Context: an optimization exercise on an open-source flow, tuned for small area, a short achievable clock period and few clock cycles per item. The choices shown serve that exercise and are no tape-out recipe. In this exercise RTL edits were held to simulation tests only and were not proved equivalent to the original. Power is estimated from default activity; no workload was simulated.

// three_class_priority_queue_scheduler
module three_class_priority_queue_scheduler #(
    parameter int QUEUE_DEPTH = 16
)
(
    input  logic                          clk,
    input  logic                          rst_n,
    input  logic                          in_valid,
    output logic                          in_ready,
    input  logic [39:0]                   in_item,
    output logic                          out_valid,
    input  logic                          out_ready,
    output logic [89:0]                   out_item,
    input  logic                          cfg_wr_en,
    input  logic [tcpqs_pkg::UPR_W-1:0]   cfg_wr_data
);
    logic        stg_valid;
    logic [39:0] stg_item;
    logic        fire;
    logic        out_valid_reg;     
    logic        out_empty;         
    assign fire      = stg_valid && (out_empty || out_ready);
    assign out_valid = out_valid_reg;
    always_ff @(posedge clk or negedge rst_n)
    begin
        if (!rst_n)
        begin
            out_valid_reg <= 1'b0;
            out_empty     <= 1'b1;
        end
        else if (fire)
        begin
            out_valid_reg <= 1'b1;
            out_empty     <= 1'b0;
        end
        else if (out_ready)
        begin
            out_valid_reg <= 1'b0;
            out_empty     <= 1'b1;
        end
    end
    tcpqs_ctrl u_ctrl
    (
        .clk       (clk),
        .rst_n     (rst_n),
        .in_valid  (in_valid),
        .in_ready  (in_ready),
        .in_item   (in_item),
        .fire      (fire),
  ...
clock: 6.5 ns
lec_check: 0
cap_margin: 20
core_margin: 2
core_utilization: 70
cts_buf_list: sky130_fd_sc_hd__clkbuf_16
cts_cluster_diameter: 120
cts_cluster_size: 28
place_density: 0.8
setup_slack_margin: 4.0
slew_margin: 20
tns_end_percent: 5
run.sh (not shown) runs the stock make flow with config.mk's settings and CLKGATE_MAP_FILE= SYNTH_SCRIPT=/design/flow/synth_recipe.tcl, a recipe that flattens the netlist after the stock synthesis.
The first run completed without violations.
Testbench counts at the start, summed over its fixed seeds: cycles 16,016, items 16,000.
Rerun with:
--- a/flow/config.mk
+++ b/flow/config.mk
@@ -11,4 +11,4 @@
 export CTS_BUF_LIST = sky130_fd_sc_hd__clkbuf_16
-export CTS_CLUSTER_DIAMETER = 120
-export CTS_CLUSTER_SIZE = 28
+export CTS_CLUSTER_DIAMETER = 110
+export CTS_CLUSTER_SIZE = 25
 export PLACE_DENSITY = 0.8
After rerunning: Count of clock-buffer cells in the layout went up by 8. Flip-flop and latch count does not change. Worst setup slack degrades by 0.0040 ns. Non-clock buffer count is lower by 4.
Rerun with:
--- a/flow/config.mk
+++ b/flow/config.mk
@@ -13,2 +13,3 @@
 export CTS_CLUSTER_SIZE = 25
+export GPL_TIMING_DRIVEN = 0
 export PLACE_DENSITY = 0.8
Outcome: The changed run completed with no timing, DRC or antenna violations; setup slack loses 0.13 ns; total power rises by a few percent; wire length rises by about a fifth; sequential power is about the same; via count rises by roughly a tenth; area after synthesis does not change; final cell count rises by a few percent; final area rises by a few percent.
Rerun with:
--- a/flow/config.mk
+++ b/flow/config.mk
@@ -11,7 +11,6 @@
 export CTS_BUF_LIST = sky130_fd_sc_hd__clkbuf_16
-export CTS_CLUSTER_DIAMETER = 110
-export CTS_CLUSTER_SIZE = 25
-export GPL_TIMING_DRIVEN = 0
+export CTS_CLUSTER_DIAMETER = 120
+export CTS_CLUSTER_SIZE = 28
 export PLACE_DENSITY = 0.8
-export SETUP_SLACK_MARGIN = 4.0
+export SETUP_SLACK_MARGIN = 4.1
 export SLEW_MARGIN = 20
The new run completed without violations.
Worst setup slack improves by 0.13 ns.
Die area stays the same.
Clock power falls by 5.2%.
Final area decreases by 4.3%.
Synthesized cell count is unchanged.

---

Setup of run 1:
Another version of the RTL of three_class_priority_queue_scheduler (not shown whole).
Size: roughly 3900 cells after synthesis, about 2000 flip-flops, roughly 140 I/O pins.
==> flow/config.mk <==
export PLATFORM = sky130hd
export DESIGN_NAME = three_class_priority_queue_scheduler
export DESIGN_NICKNAME = three_class_priority_queue_scheduler
export VERILOG_FILES = /design/flow/design.v
export SDC_FILE = /design/flow/constraint.sdc
export NUM_CORES = 4
export LEC_CHECK = 0
export CAP_MARGIN = 20
export CORE_MARGIN = 2
export CORE_UTILIZATION = 70
export CTS_BUF_LIST = sky130_fd_sc_hd__clkbuf_16
export CTS_CLUSTER_DIAMETER = 110
export CTS_CLUSTER_SIZE = 25
export PLACE_DENSITY = 0.8
export SETUP_SLACK_MARGIN = 4.0
export SLEW_MARGIN = 20
==> flow/constraint.sdc <==
create_clock -name core_clock -period 6.5 [get_ports {clk}]
set_input_delay 1.3000 -clock core_clock [delete_from_list [all_inputs] [get_ports {clk}]]
set_output_delay 1.3000 -clock core_clock [all_outputs]
set_load 0.01 [all_outputs]
Every stage of the flow completed for run 1, and the final layout passed the timing, DRC and antenna checks.
Testbench counts of run 1, summed over its fixed seeds: cycles 16,016, items 16,000.
Relative to run 1, the following input files were edited for run 2:
- TNS_END_PERCENT newly set to 0
==> summary.txt <==
Run 2: flow completed, timing, DRC and antenna clean. Total power: run 2 below run 1. Lower portion of total power attributed to combinational logic was reported by run 2, not run 1. Run 2 ended with less met1 global-route usage than run 1. Compared to run 1, run 2 has maximum number of pins on one net before global-route repair about 28% higher.
### run 2 -> run 3
- TNS_END_PERCENT now 5, was 0
- SETUP_SLACK_MARGIN now 4.4, was 4.0
Between run 3 and run 2, it is run 3 whose clock skew is higher, by 0.0091 ns.
NOTE initial DRC count run 2->run 3 increased by more than 10%
Run 3 -> run 2: synthesized-area fraction occupied by ao, oa, aoi and oai cells delta 0, exact match
When run 3 is measured against run 2, its multi-input gate area in the final layout turns out 2.7% higher.
Compared run 3 vs run 2, and clock group share of total power is down in run 3.
Diff run 2..run 3 | combined flip-flop and latch cell area | negligible
The power after layout in run 2 is 0.944 times that in run 3.
The following lists how run 4 was set up differently from run 3:
- a change of SETUP_SLACK_MARGIN from 4.4 to 4.0
## What came out
Note that the number of gates given a new drive strength after cts recorded for run 3 amounts to 1.2 times the value seen in run 4.
Status: clock-cell share of area parity (run 4, run 3)
STATUS final hold slack: run 4 loses against run 3
Taking run 3 as the reference, in run 4 internal power summed over all cells went down, via count of the first global-routing pass saw a decrease, initial antenna violation count went down 8.
As far as flop and latch count out of synthesis goes, run 4 and run 3 are indistinguishable; the numbers are identical.
The insertion delay to the later sink of the worst-skew pair on run 4 is in line with that on run 3.

---

three_class_priority_queue_scheduler, a different RTL version from the one above (not shown whole).
For scale: ~4100 cells after synthesis, ~140 I/O pins.
## three_class_priority_queue_scheduler
module three_class_priority_queue_scheduler #(
    parameter int QUEUE_DEPTH = 16
)
(
    input  logic                          clk,
    input  logic                          rst_n,
    input  logic                          in_valid,
    output logic                          in_ready,
    input  logic [39:0]                   in_item,
    output logic                          out_valid,
    input  logic                          out_ready,
    output logic [89:0]                   out_item,
    input  logic                          cfg_wr_en,
    input  logic [tcpqs_pkg::UPR_W-1:0]   cfg_wr_data
);
    logic        stg_valid;
    logic [39:0] stg_item;
    logic        fire;
    logic        out_valid_reg;     
    logic        out_empty;         
    assign fire      = stg_valid && (out_empty || out_ready);
    assign out_valid = out_valid_reg;
    always_ff @(posedge clk or negedge rst_n)
    begin
        if (!rst_n)
        begin
            out_valid_reg <= 1'b0;
            out_empty     <= 1'b1;
        end
        else if (fire)
        begin
            out_valid_reg <= 1'b1;
            out_empty     <= 1'b0;
        end
        else if (out_ready)
        begin
            out_valid_reg <= 1'b0;
            out_empty     <= 1'b1;
        end
    end
    tcpqs_ctrl u_ctrl
    (
        .clk       (clk),
  ...
clock: 6.5 ns
lec_check: 0
cap_margin: 20
core_margin: 2
core_utilization: 80
cts_buf_list: sky130_fd_sc_hd__clkbuf_16
cts_cluster_diameter: 100
cts_cluster_size: 20
place_density: 0.88
setup_slack_margin: 4.0
slew_margin: 20
The starting point ended with an error in global routing on GRT-0232.
Testbench counts at the start, summed over its fixed seeds: cycles 16,016, items 16,000.
Edit:
--- a/flow/config.mk
+++ b/flow/config.mk
@@ -8,9 +8,9 @@
 export CAP_MARGIN = 20
 export CORE_MARGIN = 2
-export CORE_UTILIZATION = 80
+export CORE_UTILIZATION = 65
 export CTS_BUF_LIST = sky130_fd_sc_hd__clkbuf_16
 export CTS_CLUSTER_DIAMETER = 100
 export CTS_CLUSTER_SIZE = 20
-export PLACE_DENSITY = 0.88
-export SETUP_SLACK_MARGIN = 4.0
+export PLACE_DENSITY = 0.75
+export SETUP_SLACK_MARGIN = 3.7
 export SLEW_MARGIN = 20
The changed run produced a clean layout.
Synthesized area is unchanged.
Synthesized cell count stays the same.
Edit:
--- a/flow/config.mk
+++ b/flow/config.mk
@@ -13,4 +13,4 @@
 export CTS_CLUSTER_SIZE = 20
 export PLACE_DENSITY = 0.75
-export SETUP_SLACK_MARGIN = 3.7
+export SETUP_SLACK_MARGIN = 4.0
 export SLEW_MARGIN = 20
What happened: The new run completed with no timing, DRC or antenna violations. Core utilization increases by 1.7 points. Power grows by 1.2%. Cell area rises by 2.4%. Global-route usage goes up by 1.1 points. Clock skew fell by 8.0 ps. Non-clock buffer count rose by 125. Sequential cell count stays the same.

-- afterwards: timing with drivers on the ports --
The results above use ideal ports. As a check the final layouts listed here were re-extracted and re-timed, cells and wires unchanged. Step 1: set_driving_cell puts a clkbuf_16 on clk and a buf_2 on each other input, an assumption about the parent block. Step 2, shift: input delay + t, output delay - t, t = (earliest + latest rising clock arrival at the registers) / 2. This alone moves slack from input paths to output paths. a / b / c = ideal ports / drivers / drivers and shift; a / b = the first two.
| run | t (ns) | setup slack, ns | worst setup path at the end | latest minus earliest clock arrival (ns) | worst register clock-pin slew, ns |
|---|---|---|---|---|---|
| the first run of note 1 | 0.762 | 3.841 / 3.767 / 3.259 | input to register | 0.032 / 0.032 | 0.11 / 0.11 |
| the second run of note 1 | 0.774 | 3.837 / 3.763 / 3.253 | input to register | 0.033 / 0.033 | 0.10 / 0.10 |
| the third run of note 1 | 0.801 | 3.706 / 3.677 / 3.030 | input to register | 0.040 / 0.040 | 0.11 / 0.11 |
| the fourth run of note 1 | 0.768 | 3.837 / 3.762 / 3.249 | input to register | 0.038 / 0.038 | 0.12 / 0.12 |
| run 1 | 0.780 | 3.818 / 3.744 / 3.156 | input to register | 0.039 / 0.039 | 0.11 / 0.11 |
| run 2 | 0.774 | 3.833 / 3.763 / 3.090 | input to register | 0.037 / 0.037 | 0.10 / 0.10 |
| run 3 | 0.783 | 3.639 / 3.639 / 3.183 | input to register | 0.044 / 0.044 | 0.11 / 0.11 |
| run 4 | 0.778 | 3.826 / 3.751 / 3.267 | input to register | 0.037 / 0.037 | 0.10 / 0.10 |
| the second run of note 3 | 0.796 | 3.718 / 3.646 / 3.065 | input to register | 0.040 / 0.041 | 0.09 / 0.09 |
| the third run of note 3 | 0.820 | 3.803 / 3.721 / 3.314 | input to register | 0.034 / 0.034 | 0.09 / 0.09 |
After both steps every run listed still meets setup and hold. The setup slack of run 2, which loses most, moves by -0.070 ns with the drivers and by -0.743 ns with both steps.
